What follows belongs to an exercise in optimizing a design on an open flow for small area, a short achievable clock period and few clock cycles per item; a production flow would make more cautious choices.

==> job 4037 <==
Design rgb_to_hsv_converter, start of the top module:
module rgb_to_hsv_converter (
  input  wire logic        clk_i,
  input  wire logic        rst_ni,
  input  wire logic        in_valid_i,
  output logic             in_stall_o,
  input  wire logic [23:0] in_word_i,
  output logic             out_valid_o,
  input  wire logic        out_stall_i,
  output logic [30:0]      out_word_o
);
  logic adv;
  logic [7:0] x1_r;
  logic [7:0] x1_g;
  logic [7:0] x1_b;
  logic x1_ge_rg;
  logic x1_ge_rb;
  logic x1_ge_gb;
  assign x1_r = in_word_i[23:16];
  assign x1_g = in_word_i[15:8];
  assign x1_b = in_word_i[7:0];
  assign x1_ge_rg = (x1_r >= x1_g);
  assign x1_ge_rb = (x1_r >= x1_b);
  assign x1_ge_gb = (x1_g >= x1_b);
  logic x1_isr;
  logic x1_isg;
  logic [2:0] x1_k;
  logic [7:0] x1_M;
  logic [7:0] x1_mid;
  logic [7:0] x1_mn;
  assign x1_isr = x1_ge_rg & x1_ge_rb;
  assign x1_isg = ~x1_isr & x1_ge_gb;
  always_comb begin
    if (x1_isr) begin x1_M = x1_r; x1_mid = x1_ge_gb ? x1_g : x1_b; x1_k = x1_ge_gb ? 3'd0 : 3'd5; end
    else if (x1_isg) begin x1_M = x1_g; x1_mid = x1_ge_rb ? x1_r : x1_b; x1_k = x1_ge_rb ? 3'd1 : 3'd2; end
    else begin x1_M = x1_b; x1_mid = x1_ge_rg ? x1_r : x1_g; x1_k = x1_ge_rg ? 3'd4 : 3'd3; end
    if (x1_ge_rg) x1_mn = x1_ge_gb ? x1_b : x1_g;
    else x1_mn = x1_ge_rb ? x1_b : x1_r;
  end
  logic [2:0] q1_k;
  logic [7:0] q1_M;
  logic [7:0] q1_mid;
  logic [7:0] q1_mn;
  logic q1_v;
  logic [7:0] x2_mag;
  logic [7:0] x2_D;
  logic [11:0] x2_x;
  assign x2_D = q1_M - q1_mn;
  ...
Settings: LEC_CHECK=0, ABC_AREA=1, CAP_MARGIN=20, CORE_MARGIN=2, CORE_UTILIZATION=60, SETUP_SLACK_MARGIN=3.6, SLEW_MARGIN=20; clock period 7.5 ns.
run.sh (not shown) runs the stock make flow with config.mk's settings and CLKGATE_MAP_FILE= SYNTH_SCRIPT=/design/flow/synth_recipe.tcl, a recipe that flattens the netlist after the stock synthesis.
==> inputs of job 5199, as changes to job 4037 <==
==> flow/design.v (replaced) <==
`default_nettype none
module rgb_to_hsv_converter (
  input  wire logic        clk_i,
  input  wire logic        rst_ni,
  input  wire logic        in_valid_i,
  output logic             in_stall_o,
  input  wire logic [23:0] in_word_i,
  output logic             out_valid_o,
  input  wire logic        out_stall_i,
  output logic [30:0]      out_word_o
);
  logic adv;
  logic [7:0] x1_r;
  logic [7:0] x1_g;
  logic [7:0] x1_b;
  logic x1_ge_rg;
  logic x1_ge_rb;
  logic x1_ge_gb;
  assign x1_r = in_word_i[23:16];
  assign x1_g = in_word_i[15:8];
  assign x1_b = in_word_i[7:0];
  assign x1_ge_rg = (x1_r >= x1_g);
  assign x1_ge_rb = (x1_r >= x1_b);
  assign x1_ge_gb = (x1_g >= x1_b);
  logic x1_isr;
  logic x1_isg;
  logic x1_neg;
  logic [7:0] x1_M;
  logic [7:0] x1_mid;
  logic [7:0] x1_mn;
  assign x1_isr = x1_ge_rg & x1_ge_rb;
  assign x1_isg = ~x1_isr & x1_ge_gb;
  always_comb begin
    if (x1_isr) begin x1_M = x1_r; x1_mid = x1_ge_gb ? x1_g : x1_b; x1_neg = ~x1_ge_gb; end
    else if (x1_isg) begin x1_M = x1_g; x1_mid = x1_ge_rb ? x1_r : x1_b; x1_neg = x1_ge_rb; end
    else begin x1_M = x1_b; x1_mid = x1_ge_rg ? x1_r : x1_g; x1_neg = ~x1_ge_rg; end
    if (x1_ge_rg) x1_mn = x1_ge_gb ? x1_b : x1_g;
    else x1_mn = x1_ge_rb ? x1_b : x1_r;
  end
  logic q1_isr;
  logic q1_isg;
  logic q1_neg;
  logic [7:0] q1_M;
  logic [7:0] q1_mid;
  logic [7:0] q1_mn;
  logic q1_v;
  logic [7:0] x2_mag;
  logic [7:0] x2_D;
  logic [11:0] x2_x;
  assign x2_D = q1_M - q1_mn;
  assign x2_mag = q1_mid - q1_mn;
  assign x2_x = {x2_mag, 4'd0} - {4'd0, x2_mag};
  logic [7:0] x2_hr;
  logic [3:0] x2_hn;
  assign x2_hr = x2_x[11:4];
  assign x2_hn = x2_x[3:0];
  logic [7:0] x2_sr;
  assign x2_sr = q1_M + ~q1_mn;
  logic [7:0] x2_nd;
  assign x2_nd = q1_mn - q1_M;
  logic q2_isr;
  logic q2_isg;
  logic q2_neg;
  logic [7:0] q2_M;
  logic [7:0] q2_D;
  logic [7:0] q2_hr;
  logic [3:0] q2_hn;
  logic [7:0] q2_sr;
  logic [7:0] q2_nd;
  logic q2_v;
  logic [8:0] x3_ht;
  logic [8:0] x3_hd;
  logic [7:0] x3_hr;
  assign x3_ht = {q2_hr, q2_hn[3]};
  assign x3_hd = x3_ht - {1'b0, q2_D};
  assign x3_hr = x3_hd[8] ? x3_ht[7:0] : x3_hd[7:0];
  logic x3_hq;
  assign x3_hq = ~x3_hd[8];
  logic [8:0] x4_ht;
  logic [8:0] x4_hd;
  logic [7:0] x4_hr;
  assign x4_ht = {x3_hr, q2_hn[2]};
  assign x4_hd = x4_ht - {1'b0, q2_D};
  assign x4_hr = x4_hd[8] ? x4_ht[7:0] : x4_hd[7:0];
  logic [1:0] x4_hq;
  assign x4_hq = {x3_hq, ~x4_hd[8]};
  logic q3_isr;
  logic q3_isg;
  logic q3_neg;
  logic [7:0] q3_M;
  logic [7:0] q3_D;
  logic [7:0] q3_hr;
  logic [3:0] q3_hn;
  logic [7:0] q3_sr;
  logic [7:0] q3_nd;
  logic [1:0] q3_hq;
  logic q3_v;
  logic [8:0] x5_ht;
  logic [8:0] x5_hd;
  logic [7:0] x5_hr;
  assign x5_ht = {q3_hr, q3_hn[1]};
  assign x5_hd = x5_ht - {1'b0, q3_D};
  assign x5_hr = x5_hd[8] ? x5_ht[7:0] : x5_hd[7:0];
  logic [2:0] x5_hq;
  assign x5_hq = {q3_hq, ~x5_hd[8]};
  logic [8:0] x6_ht;
  logic [8:0] x6_hd;
  logic [7:0] x6_hr;
  assign x6_ht = {x5_hr, q3_hn[0]};
  assign x6_hd = x6_ht - {1'b0, q3_D};
  assign x6_hr = x6_hd[8] ? x6_ht[7:0] : x6_hd[7:0];
  logic [3:0] x6_hq;
  assign x6_hq = {x5_hq, ~x6_hd[8]};
  logic q4_isr;
  logic q4_isg;
  logic q4_neg;
  logic [7:0] q4_M;
  logic [7:0] q4_D;
  logic [7:0] q4_hr;
  logic [7:0] q4_sr;
  logic [7:0] q4_nd;
  logic [3:0] q4_hq;
  logic q4_v;
  logic [8:0] x7_ht;
  logic [8:0] x7_hd;
  logic [7:0] x7_hr;
  assign x7_ht = {q4_hr, 1'b0};
  assign x7_hd = x7_ht - {1'b0, q4_D};
  assign x7_hr = x7_hd[8] ? x7_ht[7:0] : x7_hd[7:0];
  logic [4:0] x7_hq;
  assign x7_hq = {q4_hq, ~x7_hd[8]};
  logic x7_sb;
  assign x7_sb = q4_nd[7];
  logic [8:0] x7_st;
  logic [8:0] x7_sd;
  logic [7:0] x7_sr;
  assign x7_st = {q4_sr, x7_sb};
  assign x7_sd = x7_st - {1'b0, q4_M};
  assign x7_sr = x7_sd[8] ? x7_st[7:0] : x7_sd[7:0];
  logic x7_sq;
  assign x7_sq = ~x7_sd[8];
  logic [8:0] x8_ht;
  logic [8:0] x8_hd;
  logic [7:0] x8_hr;
  assign x8_ht = {x7_hr, 1'b0};
  assign x8_hd = x8_ht - {1'b0, q4_D};
  assign x8_hr = x8_hd[8] ? x8_ht[7:0] : x8_hd[7:0];
  logic [5:0] x8_hq;
  assign x8_hq = {x7_hq, ~x8_hd[8]};
  logic x8_sb;
  assign x8_sb = q4_nd[6];
  logic [8:0] x8_st;
  logic [8:0] x8_sd;
  logic [7:0] x8_sr;
  assign x8_st = {x7_sr, x8_sb};
  assign x8_sd = x8_st - {1'b0, q4_M};
  assign x8_sr = x8_sd[8] ? x8_st[7:0] : x8_sd[7:0];
  logic [1:0] x8_sq;
  assign x8_sq = {x7_sq, ~x8_sd[8]};
  logic q5_isr;
  logic q5_isg;
  logic q5_neg;
  logic [7:0] q5_M;
  logic [7:0] q5_D;
  logic [7:0] q5_hr;
  logic [7:0] q5_sr;
  logic [7:0] q5_nd;
  logic [5:0] q5_hq;
  logic [1:0] q5_sq;
  logic q5_v;
  logic [8:0] x9_ht;
  logic [8:0] x9_hd;
  logic [7:0] x9_hr;
  assign x9_ht = {q5_hr, 1'b0};
  assign x9_hd = x9_ht - {1'b0, q5_D};
  assign x9_hr = x9_hd[8] ? x9_ht[7:0] : x9_hd[7:0];
  logic [6:0] x9_hq;
  assign x9_hq = {q5_hq, ~x9_hd[8]};
  logic x9_sb;
  assign x9_sb = q5_nd[5];
  logic [8:0] x9_st;
  logic [8:0] x9_sd;
  logic [7:0] x9_sr;
  assign x9_st = {q5_sr, x9_sb};
  assign x9_sd = x9_st - {1'b0, q5_M};
  assign x9_sr = x9_sd[8] ? x9_st[7:0] : x9_sd[7:0];
  logic [2:0] x9_sq;
  assign x9_sq = {q5_sq, ~x9_sd[8]};
  logic [8:0] x10_ht;
  logic [8:0] x10_hd;
  logic [7:0] x10_hr;
  assign x10_ht = {x9_hr, 1'b0};
  assign x10_hd = x10_ht - {1'b0, q5_D};
  assign x10_hr = x10_hd[8] ? x10_ht[7:0] : x10_hd[7:0];
  logic [7:0] x10_hq;
  assign x10_hq = {x9_hq, ~x10_hd[8]};
  logic x10_sb;
  assign x10_sb = q5_nd[4];
  logic [8:0] x10_st;
  logic [8:0] x10_sd;
  logic [7:0] x10_sr;
  assign x10_st = {x9_sr, x10_sb};
  assign x10_sd = x10_st - {1'b0, q5_M};
  assign x10_sr = x10_sd[8] ? x10_st[7:0] : x10_sd[7:0];
  logic [3:0] x10_sq;
  assign x10_sq = {x9_sq, ~x10_sd[8]};
  logic q6_isr;
  logic q6_isg;
  logic q6_neg;
  logic [7:0] q6_M;
  logic [7:0] q6_D;
  logic [7:0] q6_hr;
  logic [7:0] q6_sr;
  logic [7:0] q6_nd;
  logic [7:0] q6_hq;
  logic [3:0] q6_sq;
  logic q6_v;
  logic [8:0] x11_ht;
  logic [8:0] x11_hd;
  logic [7:0] x11_hr;
  assign x11_ht = {q6_hr, 1'b0};
  assign x11_hd = x11_ht - {1'b0, q6_D};
  assign x11_hr = x11_hd[8] ? x11_ht[7:0] : x11_hd[7:0];
  logic [8:0] x11_hq;
  assign x11_hq = {q6_hq, ~x11_hd[8]};
  logic x11_sb;
  assign x11_sb = q6_nd[3];
  logic [8:0] x11_st;
  logic [8:0] x11_sd;
  logic [7:0] x11_sr;
  assign x11_st = {q6_sr, x11_sb};
  assign x11_sd = x11_st - {1'b0, q6_M};
  assign x11_sr = x11_sd[8] ? x11_st[7:0] : x11_sd[7:0];
  logic [4:0] x11_sq;
  assign x11_sq = {q6_sq, ~x11_sd[8]};
  logic [8:0] x12_ht;
  logic [8:0] x12_hd;
  logic [7:0] x12_hr;
  assign x12_ht = {x11_hr, 1'b0};
  assign x12_hd = x12_ht - {1'b0, q6_D};
  assign x12_hr = x12_hd[8] ? x12_ht[7:0] : x12_hd[7:0];
  logic [9:0] x12_hq;
  assign x12_hq = {x11_hq, ~x12_hd[8]};
  logic x12_sb;
  assign x12_sb = q6_nd[2];
  logic [8:0] x12_st;
  logic [8:0] x12_sd;
  logic [7:0] x12_sr;
  assign x12_st = {x11_sr, x12_sb};
  assign x12_sd = x12_st - {1'b0, q6_M};
  assign x12_sr = x12_sd[8] ? x12_st[7:0] : x12_sd[7:0];
  logic [5:0] x12_sq;
  assign x12_sq = {x11_sq, ~x12_sd[8]};
  logic q7_isr;
  logic q7_isg;
  logic q7_neg;
  logic [7:0] q7_M;
  logic [7:0] q7_D;
  logic [7:0] q7_hr;
  logic [7:0] q7_sr;
  logic [7:0] q7_nd;
  logic [9:0] q7_hq;
  logic [5:0] q7_sq;
  logic q7_v;
  logic [8:0] x13_ht;
  logic [8:0] x13_hd;
  logic [7:0] x13_hr;
  assign x13_ht = {q7_hr, 1'b0};
  assign x13_hd = x13_ht - {1'b0, q7_D};
  assign x13_hr = x13_hd[8] ? x13_ht[7:0] : x13_hd[7:0];
  logic [10:0] x13_hq;
  assign x13_hq = {q7_hq, ~x13_hd[8]};
  logic x13_sb;
  assign x13_sb = q7_nd[1];
  logic [8:0] x13_st;
  logic [8:0] x13_sd;
  logic [7:0] x13_sr;
  assign x13_st = {q7_sr, x13_sb};
  assign x13_sd = x13_st - {1'b0, q7_M};
  assign x13_sr = x13_sd[8] ? x13_st[7:0] : x13_sd[7:0];
  logic [6:0] x13_sq;
  assign x13_sq = {q7_sq, ~x13_sd[8]};
  logic [8:0] x14_ht;
  logic [8:0] x14_hd;
  logic [7:0] x14_hr;
  assign x14_ht = {x13_hr, 1'b0};
  assign x14_hd = x14_ht - {1'b0, q7_D};
  assign x14_hr = x14_hd[8] ? x14_ht[7:0] : x14_hd[7:0];
  logic [11:0] x14_hq;
  assign x14_hq = {x13_hq, ~x14_hd[8]};
  logic x14_sb;
  assign x14_sb = q7_nd[0];
  logic [8:0] x14_st;
  logic [8:0] x14_sd;
  logic [7:0] x14_sr;
  assign x14_st = {x13_sr, x14_sb};
  assign x14_sd = x14_st - {1'b0, q7_M};
  assign x14_sr = x14_sd[8] ? x14_st[7:0] : x14_sd[7:0];
  logic [7:0] x14_sq;
  assign x14_sq = {x13_sq, ~x14_sd[8]};
  logic x14_grey;
  assign x14_grey = (q7_D == 8'd0);
  logic q8_isr;
  logic q8_isg;
  logic q8_neg;
  logic [7:0] q8_M;
  logic [11:0] q8_hq;
  logic [7:0] q8_sq;
  logic q8_grey;
  logic q8_v;
  logic [14:0] x15_base;
  logic [14:0] x15_off;
  logic [14:0] x15_hue;
  always_comb begin
    if (q8_isr) x15_base = q8_neg ? 15'd23040 : 15'd0;
    else if (q8_isg) x15_base = 15'd7680;
    else x15_base = 15'd15360;
  end
  assign x15_off = q8_neg ? -{3'd0, q8_hq} : {3'd0, q8_hq};
  assign x15_hue = x15_base + x15_off;
  logic [30:0] x15_word;
  assign x15_word = q8_grey ? {23'd0, q8_M} : {x15_hue, q8_sq, q8_M};
  assign adv        = ~(out_valid_o & out_stall_i);
  assign in_stall_o = ~adv;
  always_ff @(posedge clk_i or negedge rst_ni) begin
    if (!rst_ni) begin
      q1_v <= 1'b0;
      q2_v <= 1'b0;
      q3_v <= 1'b0;
      q4_v <= 1'b0;
      q5_v <= 1'b0;
      q6_v <= 1'b0;
      q7_v <= 1'b0;
      q8_v <= 1'b0;
    end else if (adv) begin
      q1_v <= in_valid_i;
      q2_v <= q1_v;
      q3_v <= q2_v;
      q4_v <= q3_v;
      q5_v <= q4_v;
      q6_v <= q5_v;
      q7_v <= q6_v;
      q8_v <= q7_v;
    end
  end
  always_ff @(posedge clk_i) begin
    if (adv) begin
      q1_isr <= x1_isr;
      q1_isg <= x1_isg;
      q1_neg <= x1_neg;
      q1_M <= x1_M;
      q1_mid <= x1_mid;
      q1_mn <= x1_mn;
      q2_isr <= q1_isr;
      q2_isg <= q1_isg;
      q2_neg <= q1_neg;
      q2_M <= q1_M;
      q2_D <= x2_D;
      q2_hr <= x2_hr;
      q2_hn <= x2_hn;
      q2_sr <= x2_sr;
      q2_nd <= x2_nd;
      q3_isr <= q2_isr;
      q3_isg <= q2_isg;
      q3_neg <= q2_neg;
      q3_M <= q2_M;
      q3_D <= q2_D;
      q3_hr <= x4_hr;
      q3_hn <= q2_hn;
      q3_sr <= q2_sr;
      q3_nd <= q2_nd;
      q3_hq <= x4_hq;
      q4_isr <= q3_isr;
      q4_isg <= q3_isg;
      q4_neg <= q3_neg;
      q4_M <= q3_M;
      q4_D <= q3_D;
      q4_hr <= x6_hr;
      q4_sr <= q3_sr;
      q4_nd <= q3_nd;
      q4_hq <= x6_hq;
      q5_isr <= q4_isr;
      q5_isg <= q4_isg;
      q5_neg <= q4_neg;
      q5_M <= q4_M;
      q5_D <= q4_D;
      q5_hr <= x8_hr;
      q5_sr <= x8_sr;
      q5_nd <= q4_nd;
      q5_hq <= x8_hq;
      q5_sq <= x8_sq;
      q6_isr <= q5_isr;
      q6_isg <= q5_isg;
      q6_neg <= q5_neg;
      q6_M <= q5_M;
      q6_D <= q5_D;
      q6_hr <= x10_hr;
      q6_sr <= x10_sr;
      q6_nd <= q5_nd;
      q6_hq <= x10_hq;
      q6_sq <= x10_sq;
      q7_isr <= q6_isr;
      q7_isg <= q6_isg;
      q7_neg <= q6_neg;
      q7_M <= q6_M;
      q7_D <= q6_D;
      q7_hr <= x12_hr;
      q7_sr <= x12_sr;
      q7_nd <= q6_nd;
      q7_hq <= x12_hq;
      q7_sq <= x12_sq;
      q8_isr <= q7_isr;
      q8_isg <= q7_isg;
      q8_neg <= q7_neg;
      q8_M <= q7_M;
      q8_hq <= x14_hq;
      q8_sq <= x14_sq;
      q8_grey <= x14_grey;
    end
  end
  assign out_valid_o = q8_v;
  assign out_word_o  = x15_word;
endmodule
`default_nettype wire
ABC_AREA = not set   (was 1)
ABC_CLOCK_PERIOD_IN_PS = 4000   (was not set)
SETUP_SLACK_MARGIN = not set   (was 3.6)
==> metrics.cfg <==
[placement]
dpl.hpwl_um = 35300

[run_status]
outcome = timing/DRC/antenna clean

[cells_and_area]
multi_input_area_share_pct = 43.3
n_all_buffers = 72
nets = 2897

[logic_synthesis]
synth_compound_area_share_pct = 7.28

[floorplan]
dieArea_sq_um = 40800

-- figures above: job 4037

==> metrics.cfg <==
[cells_and_area]
multi_input_area_share_pct = 43.8
nets = 2290

[run_status]
outcome = timing/DRC/antenna clean

[placement]
dpl.hpwl_um = 31900

[logic_synthesis]
seq_area_frac_synth_pct = 47.8
synth_compound_area_share_pct = 14.8

-- figures above: job 5199

No functional check of the RTL was part of any run of this note.

-- what the ideal ports hide --
How much do the figures lean on ideal ports? The routed layouts below were timed once more, with nothing changed but the port constraints.
Step 1 assumes that a clkbuf_16 drives the clock port and a buf_2 every other input.
Step 2 adds t to the input delays and takes it off the output delays; t is the mean of the earliest and latest rising clock arrival at the registers after step 1. Input paths then give back, and output paths get back, about the clock's delay inside the block.
a / b / c = no drivers / after step 1 / after step 2; a / b = the first two.
run | shift t [ns] | setup WS [ns] | hold WS [ns] | worst setup path at the end
job 4037 | 0.584 | 3.620 / 3.587 / 3.237 | 0.412 / 0.412 / 0.412 | input to register
job 5199 | 0.582 | 1.985 / 1.985 / 1.985 | 0.402 / 0.402 / 0.402 | register to register
After both steps setup and hold are still met in every run listed. The setup slack of job 4037, which loses most, moves by -0.033 ns with the drivers and by -0.383 ns with both steps.
